This is an optimization exercise on Yosys and OpenROAD, whose aim is small area, a short achievable clock period and few clock cycles per item, not a production implementation.
No run shown here included a check of the RTL's function; only the layout flow was run.
No activity file was given, so power comes from the tool's default toggle rates.

==> flow/design.v (outline; a module is shown in full before it is edited, if it fits) <==
// module goertzel_power_detect: 1936 lines
// module goertzel_fa: 10 lines
// module goertzel_hold: 10 lines
// module goertzel_abs: 23 lines
// module goertzel_ha: 9 lines
module goertzel_power_detect #(
   parameter int OW       = 20,
   parameter int PW       = 2*OW+1,
   parameter int HOLD_ON  = 3,
   parameter int HOLD_OFF = 3
) (
   input  logic            i_clk,
   input  logic            i_rst,
   input  logic [2*OW-1:0] s_axis_tdata,
   input  logic            s_axis_tvalid,
   output logic            s_axis_tready,
   output logic [PW-1:0]   m_axis_tdata,
   output logic            m_axis_tuser,
   output logic            m_axis_tvalid,
   input  logic            m_axis_tready,
   input  logic [PW-1:0]   i_threshold,
   output logic            o_detect
);
  // ...
==> flow/flow/run.sh <==
#!/bin/bash
# Standard ORFS layout (the standard.sh, standard synthesis unchanged),
# with the port buffers made from the smallest buffer cell.
set -euo pipefail
bash standard.sh BUFFER_PORTS_ARGS="-buffer_cell sky130_fd_sc_hd__buf_1" finish > standard_flow.log 2>&1
==> flow/standard.sh <==
#!/bin/bash
# synth_recipe.tcl (not shown) runs the flow's synth.tcl, then flattens the netlist and writes it again
# the make line also repeats each setting of config.mk as NAME=value (left out here)
make -C /OpenROAD-flow-scripts/flow DESIGN_CONFIG=/design/flow/config.mk WORK_HOME=/design/flow/orfs CLKGATE_MAP_FILE= SYNTH_SCRIPT=/design/flow/synth_recipe.tcl "${@:-finish}"
==> flow/config.mk <==
export PLATFORM = sky130hd
export DESIGN_NAME = goertzel_power_detect
export DESIGN_NICKNAME = goertzel_power_detect
export VERILOG_FILES = /design/flow/design.v
export SDC_FILE = /design/flow/constraint.sdc
export NUM_CORES = 4
export LEC_CHECK = 0
export CAP_MARGIN = 20
export CORE_MARGIN = 2
export CORE_UTILIZATION = 40
export CTS_BUF_LIST = sky130_fd_sc_hd__clkbuf_8
export SETUP_SLACK_MARGIN = 4.0
export SLEW_MARGIN = 20
export SYNTH_HIERARCHICAL = 1
export SYNTH_MINIMUM_KEEP_SIZE = 0
==> flow/constraint.sdc <==
create_clock -name core_clock -period 8.0 [get_ports {i_clk}]
set_input_delay 1.6000 -clock core_clock [delete_from_list [all_inputs] [get_ports {i_clk}]]
set_output_delay 1.6000 -clock core_clock [all_outputs]
set_load 0.01 [all_outputs]
==> reports/results.ini, run 1 <==
[run_status]
outcome=complete, no violations

[final_layout]
multiInputGateArea_um2=12100
buf_share_pct=4.01
regArea_um2=4410
syn_to_final_growth_pct=10.7
nets=2180
top_regs=g_mid.r_mid x72, r_pwr x40

[logic_synthesis]
synthXorXnorAreaFrac_pct=3.50
synth_fa_ha_area_share_pct=42.8
synth_top_area_cell=fa_1
syn-num-nets=2093
synth.top_cells.by_count=nand2_1, fa_1, inv_1, edfxtp_1, ha_1
synthesis.area_um2=17300
synth_cells=1604
yosys.area.top_type_share_pct=36.2
synth_edf_count=113

[cts]
clockBufferDepth=2
htreeDepth=4
clock_sinks=159

[power]
power.group.top=combinational cells
sw_frac_of_total_pct=46.3
p_int_mw=4.96

[timing]
fin_ws_ps=3760
final-hold-violation-count=0
layout_worst_path_cycle_share_pct=53.0

[die]
initial_utilization_pct=40.3
rows=76
core_um2=42900

[global_route]
met2_usage_pct=32.9
grt_pass1_vias=12800
overflow=0

[critical_path]
path_max_fanout=4

==> run 2, diff against run 1 <==
--- a/flow/design.v
+++ b/flow/design.v
@@ -22,17 +22,17 @@
    localparam bit c_INMUX  = 1'b1;
    localparam bit c_ABS    = 1'b1;
    localparam int c_HMAX = (HOLD_ON > HOLD_OFF) ? HOLD_ON : HOLD_OFF;
    localparam int c_CW   = (c_HMAX > 1) ? $clog2(c_HMAX) : 1;
    logic            w_en;
    logic            w_v1, w_v2;
    logic            r_v3;
    logic [OW-1:0]   x_re, x_im;
-   logic [72-1:0] w_mid_d, w_mid_q;
+   logic [76-1:0] w_mid_d, w_mid_q;
    logic [PW-1:0]   w_ra, w_rb;
    logic [PW-1:0]   w_sum;
    logic            w_hit;
    logic [PW-1:0]   r_pwr;
    logic            r_hit;
    logic            r_det;
    logic [c_CW-1:0] r_cnt, w_cnt_nxt;
    logic            w_det_nxt;
@@ -1118,30 +1118,16 @@
    logic w_t1042;
    logic w_t1043;
    logic w_t1044;
    logic w_t1045;
    logic w_t1046;
    logic w_t1047;
    logic w_t1048;
    logic w_t1049;
-   logic w_t1050;
-   logic w_t1051;
-   logic w_t1052;
-   logic w_t1053;
-   logic w_t1054;
-   logic w_t1055;
-   logic w_t1056;
-   logic w_t1057;
-   logic w_t1058;
-   logic w_t1059;
-   logic w_t1060;
-   logic w_t1061;
-   logic w_t1062;
-   logic w_t1063;
    assign w_t343 = ~(x_im[17] & x_im[18]);
    assign w_t342 = ~(x_im[16] & x_im[18]);
    assign w_t341 = x_im[16] & x_im[17];
    assign w_t340 = ~(x_im[15] & x_im[18]);
    assign w_t339 = ~(x_im[15] & x_im[17]);
    assign w_t338 = ~(x_im[15] & x_im[16]);
    assign w_t337 = ~(x_im[14] & x_im[18]);
    assign w_t336 = ~(x_im[14] & x_im[17]);
@@ -1868,44 +1854,36 @@
    goertzel_fa u_fa1039 (.i_a(w_t879), .i_b(w_t958), .i_c(w_t956), .o_s(w_t1037), .o_c(w_t1038));
    assign w_t1039 = ~w_t884;
    goertzel_fa u_fa1042 (.i_a(w_t1039), .i_b(w_t960), .i_c(w_t959), .o_s(w_t1040), .o_c(w_t1041));
    goertzel_fa u_fa1044 (.i_a(w_t888), .i_b(w_t963), .i_c(w_t961), .o_s(w_t1042), .o_c(w_t1043));
    assign w_t1044 = ~w_t892;
    goertzel_fa u_fa1047 (.i_a(w_t1044), .i_b(w_t965), .i_c(w_t964), .o_s(w_t1045), .o_c(w_t1046));
    assign w_t1047 = ~w_t967;
    goertzel_fa u_fa1050 (.i_a(w_t343), .i_b(w_t1047), .i_c(w_t966), .o_s(w_t1048), .o_c(w_t1049));
-   goertzel_ha u_ha1052 (.i_a(x_im[0]), .i_b(x_re[0]), .o_s(w_t1050), .o_c(w_t1051));
-   goertzel_ha u_ha1054 (.i_a(w_t893), .i_b(w_t969), .o_s(w_t1052), .o_c(w_t1053));
-   assign w_t1054 = ~w_t972;
-   goertzel_fa u_fa1057 (.i_a(w_t970), .i_b(w_t1053), .i_c(w_t1054), .o_s(w_t1055), .o_c(w_t1056));
-   assign w_t1057 = ~w_t1056;
-   goertzel_fa u_fa1060 (.i_a(w_t973), .i_b(w_t975), .i_c(w_t1057), .o_s(w_t1058), .o_c(w_t1059));
-   goertzel_fa u_fa1062 (.i_a(w_t976), .i_b(w_t978), .i_c(w_t1059), .o_s(w_t1060), .o_c(w_t1061));
-   goertzel_fa u_fa1064 (.i_a(w_t979), .i_b(w_t981), .i_c(w_t1061), .o_s(w_t1062), .o_c(w_t1063));
-   assign w_mid_d = {w_t1063, x_re[19], x_im[19], w_t1049, w_t968, w_t1046, w_t1048, w_t1043, w_t1045, w_t1041, w_t1042, w_t1038, w_t1040, w_t1036, w_t1037, w_t1034, w_t1035, w_t1032, w_t1033, w_t1030, w_t1031, w_t1028, w_t1029, w_t1026, w_t1027, w_t1024, w_t1025, w_t1022, w_t1023, w_t1020, w_t1021, w_t1018, w_t1019, w_t1016, w_t1017, w_t1014, w_t1015, w_t1012, w_t1013, w_t1010, w_t1011, w_t1008, w_t1009, w_t1005, w_t1007, w_t1003, w_t1004, w_t1001, w_t1002, w_t999, w_t1000, w_t996, w_t998, w_t994, w_t995, w_t992, w_t993, w_t990, w_t991, w_t987, w_t989, w_t985, w_t986, w_t984, w_t982, w_t1062, w_t1060, w_t1058, w_t1055, w_t1052, w_t1051, w_t1050};
+   assign w_mid_d = {x_re[19], x_im[19], w_t1049, w_t968, w_t1046, w_t1048, w_t1043, w_t1045, w_t1041, w_t1042, w_t1038, w_t1040, w_t1036, w_t1037, w_t1034, w_t1035, w_t1032, w_t1033, w_t1030, w_t1031, w_t1028, w_t1029, w_t1026, w_t1027, w_t1024, w_t1025, w_t1022, w_t1023, w_t1020, w_t1021, w_t1018, w_t1019, w_t1016, w_t1017, w_t1014, w_t1015, w_t1012, w_t1013, w_t1010, w_t1011, w_t1008, w_t1009, w_t1005, w_t1007, w_t1003, w_t1004, w_t1001, w_t1002, w_t999, w_t1000, w_t996, w_t998, w_t994, w_t995, w_t992, w_t993, w_t990, w_t991, w_t987, w_t989, w_t985, w_t986, w_t982, w_t984, w_t979, w_t981, w_t976, w_t978, w_t973, w_t975, w_t970, w_t972, w_t893, w_t969, x_re[0], x_im[0]};
    generate
       if (c_MIDREG) begin : g_mid
          logic              r_v2;
-         logic [72-1:0] r_mid;
+         logic [76-1:0] r_mid;
          always_ff @(posedge i_clk) begin
             if (i_rst)     r_v2 <= 1'b0;
             else if (w_en) r_v2 <= w_v1;
             if (w_en) r_mid <= w_mid_d;
          end
          assign w_v2    = r_v2;
          assign w_mid_q = r_mid;
       end else begin : g_nmid
          assign w_v2    = w_v1;
          assign w_mid_q = w_mid_d;
       end
    endgenerate
-   assign w_ra = {1'b0, 1'b0, w_mid_q[69], w_mid_q[67], w_mid_q[65], w_mid_q[63], w_mid_q[61], w_mid_q[59], w_mid_q[57], w_mid_q[55], w_mid_q[53], w_mid_q[51], w_mid_q[49], w_mid_q[47], w_mid_q[45], w_mid_q[43], w_mid_q[41], w_mid_q[39], w_mid_q[37], w_mid_q[35], w_mid_q[33], w_mid_q[31], w_mid_q[29], w_mid_q[27], w_mid_q[25], w_mid_q[23], w_mid_q[21], w_mid_q[19], w_mid_q[17], w_mid_q[15], w_mid_q[13], w_mid_q[11], w_mid_q[9], w_mid_q[7], w_mid_q[6], w_mid_q[5], w_mid_q[4], w_mid_q[3], w_mid_q[2], w_mid_q[1], w_mid_q[0]} ^ 41'h1ffffffff0;
-   assign w_rb = {1'b0, 1'b0, w_mid_q[70], w_mid_q[68], w_mid_q[66], w_mid_q[64], w_mid_q[62], w_mid_q[60], w_mid_q[58], w_mid_q[56], w_mid_q[54], w_mid_q[52], w_mid_q[50], w_mid_q[48], w_mid_q[46], w_mid_q[44], w_mid_q[42], w_mid_q[40], w_mid_q[38], w_mid_q[36], w_mid_q[34], w_mid_q[32], w_mid_q[30], w_mid_q[28], w_mid_q[26], w_mid_q[24], w_mid_q[22], w_mid_q[20], w_mid_q[18], w_mid_q[16], w_mid_q[14], w_mid_q[12], w_mid_q[10], w_mid_q[8], 1'b0, 1'b0, 1'b0, 1'b0, 1'b0, 1'b0, 1'b0} ^ 41'h3fffffff80;
-   assign w_sum = {w_ra[PW-1:7] + w_rb[PW-1:7] + (PW-7)'(w_mid_q[71] ^ 1'b1), w_ra[6:0]};
+   assign w_ra = {1'b0, 1'b0, w_mid_q[74], w_mid_q[72], w_mid_q[70], w_mid_q[68], w_mid_q[66], w_mid_q[64], w_mid_q[62], w_mid_q[60], w_mid_q[58], w_mid_q[56], w_mid_q[54], w_mid_q[52], w_mid_q[50], w_mid_q[48], w_mid_q[46], w_mid_q[44], w_mid_q[42], w_mid_q[40], w_mid_q[38], w_mid_q[36], w_mid_q[34], w_mid_q[32], w_mid_q[30], w_mid_q[28], w_mid_q[26], w_mid_q[24], w_mid_q[22], w_mid_q[20], w_mid_q[18], w_mid_q[16], w_mid_q[14], w_mid_q[12], w_mid_q[10], w_mid_q[8], w_mid_q[6], w_mid_q[4], w_mid_q[2], 1'b0, w_mid_q[0]} ^ 41'h1ffffffff8;
+   assign w_rb = {1'b0, 1'b0, w_mid_q[75], w_mid_q[73], w_mid_q[71], w_mid_q[69], w_mid_q[67], w_mid_q[65], w_mid_q[63], w_mid_q[61], w_mid_q[59], w_mid_q[57], w_mid_q[55], w_mid_q[53], w_mid_q[51], w_mid_q[49], w_mid_q[47], w_mid_q[45], w_mid_q[43], w_mid_q[41], w_mid_q[39], w_mid_q[37], w_mid_q[35], w_mid_q[33], w_mid_q[31], w_mid_q[29], w_mid_q[27], w_mid_q[25], w_mid_q[23], w_mid_q[21], w_mid_q[19], w_mid_q[17], w_mid_q[15], w_mid_q[13], w_mid_q[11], w_mid_q[9], w_mid_q[7], w_mid_q[5], w_mid_q[3], 1'b0, w_mid_q[1]} ^ 41'h3ffffffff0;
+   assign w_sum = w_ra + w_rb;
    assign w_hit = (w_sum >= i_threshold);
    always_ff @(posedge i_clk) begin
       if (i_rst)     r_v3 <= 1'b0;
       else if (w_en) r_v3 <= w_v2;
       if (w_en) begin
          r_pwr <= w_sum;
          r_hit <= w_hit;
       end
--- a/flow/config.mk
+++ b/flow/config.mk
@@ -4,12 +4,12 @@
 export VERILOG_FILES = /design/flow/design.v
 export SDC_FILE = /design/flow/constraint.sdc
 export NUM_CORES = 4
 export LEC_CHECK = 0
 export CAP_MARGIN = 20
 export CORE_MARGIN = 2
 export CORE_UTILIZATION = 40
 export CTS_BUF_LIST = sky130_fd_sc_hd__clkbuf_8
-export SETUP_SLACK_MARGIN = 4.0
+export SETUP_SLACK_MARGIN = 3.5
 export SLEW_MARGIN = 20
 export SYNTH_HIERARCHICAL = 1
 export SYNTH_MINIMUM_KEEP_SIZE = 0
==> reports/results.ini, run 2 <==
[timing]
final-hold-violation-count=0  ; unchanged
final-setup-viol-count=0
period_needed_ps=4410
fin_ws_ps=3590  ; -163 ps
drv_slew=0
rsz0062_at_grt=yes
slew_headroom_pct=30.8
worstMarginPinSlew_ps=1040
fin_skew_ps=24.2
fmax_mhz=227
layout_worst_path_cycle_share_pct=55.1  ; +2.0 points
setup_tns_ps=0

[critical_path]
path_max_fanout=20  ; +16
cp-startpoint=g_in.r_im[2]
critPathKind=register to register
r2r-start=g_in.r_im[2]
crit_path_end_kind=register
cp.arrival_ps=4660
start_kind=register
crit_required_ps=8250

[die]
core_um2=43200  ; +0.67%
initial_utilization_pct=40.6  ; +0.37 points
die_h_um=213
rows=76  ; unchanged
fp.dieW_um=213
ios=130
dieArea_um2=45600

[final_layout]
drive_gt1_share_pct=8.69
syn_to_final_growth_pct=8.81
mostFrequentLayoutCell=nand2_1
top_regs=g_mid.r_mid x76, r_pwr x40
mostFrequentLayoutCells=nand2_1, fa_1, inv_1
top_register=g_mid.r_mid
final_util_pct=44.2
layout.cells.non_filler=2313
nets=2203  ; +1.1%
largest_reg_flops=76

[logic_synthesis]
synth_top_area_cell=fa_1
synthTopCellsByArea=fa_1, edfxtp_1, nand2_1
synth.avg_cell_area_um2=10.7
ys_warn_count=9
yosys.area.top_type_share_pct=35.0  ; -1.1 points
yosysMostFrequentCell=nand2_1
syn-num-nets=2129  ; +1.7%
synth.distinct_cells=69
synthesis.area_um2=17500  ; +1.6%
synth_cells=1640  ; +2.2%
synth-async-reset-ratio_pct=0
ys_seq_area_share_pct=25.3
synthFlopType=edfxtp_1
synth.top_cells.by_count=nand2_1, fa_1, inv_1, edfxtp_1, ha_1
synth_edf_count=117  ; +3.5%
ys_seq_elements=163

[cts]
cts_tree=done
hold_buffers=0
cts_root_buffer=clkbuf_8
clock_sinks=163  ; +2.5%
clockBufferDepth=2  ; unchanged
cts_buffers=17
clk_latency_ps=530
clk_pin_slew_worst_paths_ps=110
htreeDepth=4  ; unchanged

[power]
irDropWorstVdd_uv=332
cellPowerDensity_nw_per_um2=490
totalPowerFinal_mw=9.35
leakagePower_nw=7.61

[worst_hold_path]
worstHoldStart=g_in.r_re[19]
hp-class=register to register

[routing]
dr.pass1.iters=5
wl_per_cell_um=19.6
wl_met2_um=21300
drtIter0Drc=823
vias_per_cell=5.28
highest_layer=met4
routed-via-count=12200
met3_length_um=3530
drc_errors=0
wl_met1_um=19300
ant_nets=0
wl_um=45300

[global_route]
grt_pass1_wl_um=71200
grt_pass1_vias=13000  ; +1.3%
antenna_found_initial=0
overflow=0  ; unchanged
grt_max_degree=132
track_usage_pct=20.7

[flow_run]
maxCapViolCount=0

[place]
dpl.hpwl_um=32700
place_congestion=0.861
dpl.cell_count=2273
io_buffers=128
post-place-ws_ps=2390

[run_status]
outcome=complete, no violations

run 2: changes by cell type in the layout (fill, tap and decap cells not counted), sizes merged, moves of 5 or more:
| cell | previous run | this run |
|---|---|---|
| buf | 160 | 149 |
| a21o | 20 | 39 |
| xor2 | 5 | 13 |
| o21ai | 40 | 34 |
| nand4 | 9 | 16 |
| nand2 | 345 | 358 |
| fa | 312 | 307 |
| ha | 92 | 97 |
run 2: routing by layer:
metal	track usage (%)	vias to the layer above
met2	33.1	457
met5	0	-
met1	27.6	6206
met4	7.52	0
met3	4.98	74
li1	-	5469
run 2: cell type report:
class | count | area (um^2)
multi-input cells | 1208 | 12200
diodes | 1 | 2.50
flip-flops and latches | 163 | 4460
well taps | 585 | 732
clock buffers | 17 | 234
repair buffers | 149 | 651
fillers | 4092 | 24100
inverters | 175 | 657
clock inverters | 15 | 165
run 2: repair_timing:
| item | in CTS | in global routing |
|---|---|---|
| gates cloned | 0 | 0 |
| endpoints found under the hold margin | 0 | 0 |
| endpoints found under the setup margin | 3 | 24 |
| gates resized for setup | 13 | 29 |
| pin swaps | 3 | 12 |
| buffers inserted | 2 | 5 |
run 2: critical path, stage by stage, from the launching register on:
cell	delay, ps
dfxtp_1	980
nand2_1	190
fa_1	520
fa_1	480
fa_1	540
fa_1	450
fa_1	520
fa_1	460
run 2: power breakdown:
part	switching [mW]	total [mW]	leakage (nW)	internal, mW
logic	3.80	6.73	5.81	2.93
registers	0.236	1.98	1.60	1.74
clock network	0.382	0.642	0.199	0.260
run 2: modules after synthesis (local to each module, per instance), a selection:
module                 area (um^2)  cells
goertzel_ha                   12.5      1
goertzel_fa                   20.0      1
goertzel_power_detect         9820   1154
run 2: final timing paths:
check | end | slack, ps | depth (start not counted)
max | g_mid.r_mid[42] | 3590 | 7
min | g_mid.r_mid[75] | 440 | 0
max reg2reg | g_mid.r_mid[42] | 3590 | 7
min reg2reg | g_mid.r_mid[75] | 440 | 0
run 2: cell families after synthesis:
group	share of synthesized area, %
flip-flops	25.3
multiplexers	2.97
AO/OA/AOI/OAI	7.43
adder cells (fa/ha/maj)	41.9
other	0.0214
AND/OR/NAND/NOR	12.7
buffers and inverters	5.95
XOR/XNOR	3.74
run 2: stage by stage:
step / hold WS (ps) / cell area (um^2)
floorplan: 404 / 17600
global placement: 417 / 18500
detailed placement: 415 / 18500
CTS: 442 / 19000
global route: 464 / 19100
finish: 436 / 19100

port drivers added, routing unchanged:
The flow's constraints put no driver on any port. The routed layouts listed below were extracted and timed again, unchanged, in two steps.
Step 1: set_driving_cell puts a clkbuf_16 on i_clk and a buf_2 on each other input, an assumption about the parent block.
Step 2 also shifts input and output timing later by t, the mid clock arrival at the registers, as if the neighbouring blocks saw the same clock.
a / b / c = ideal ports / drivers / drivers and shift; a / b = the first two.
| run | shift t [ns] | slack for setup (ns) | hold WS [ns] | pins driven straight from the clock port |
|---|---|---|---|---|
| run 1 | 0.565 | 3.757 / 3.757 / 3.757 | 0.445 / 0.445 / 0.445 | 1 |
| run 2 | 0.562 | 3.594 / 3.594 / 3.594 | 0.436 / 0.436 / 0.436 | 1 |
After both steps every run listed still meets setup and hold.
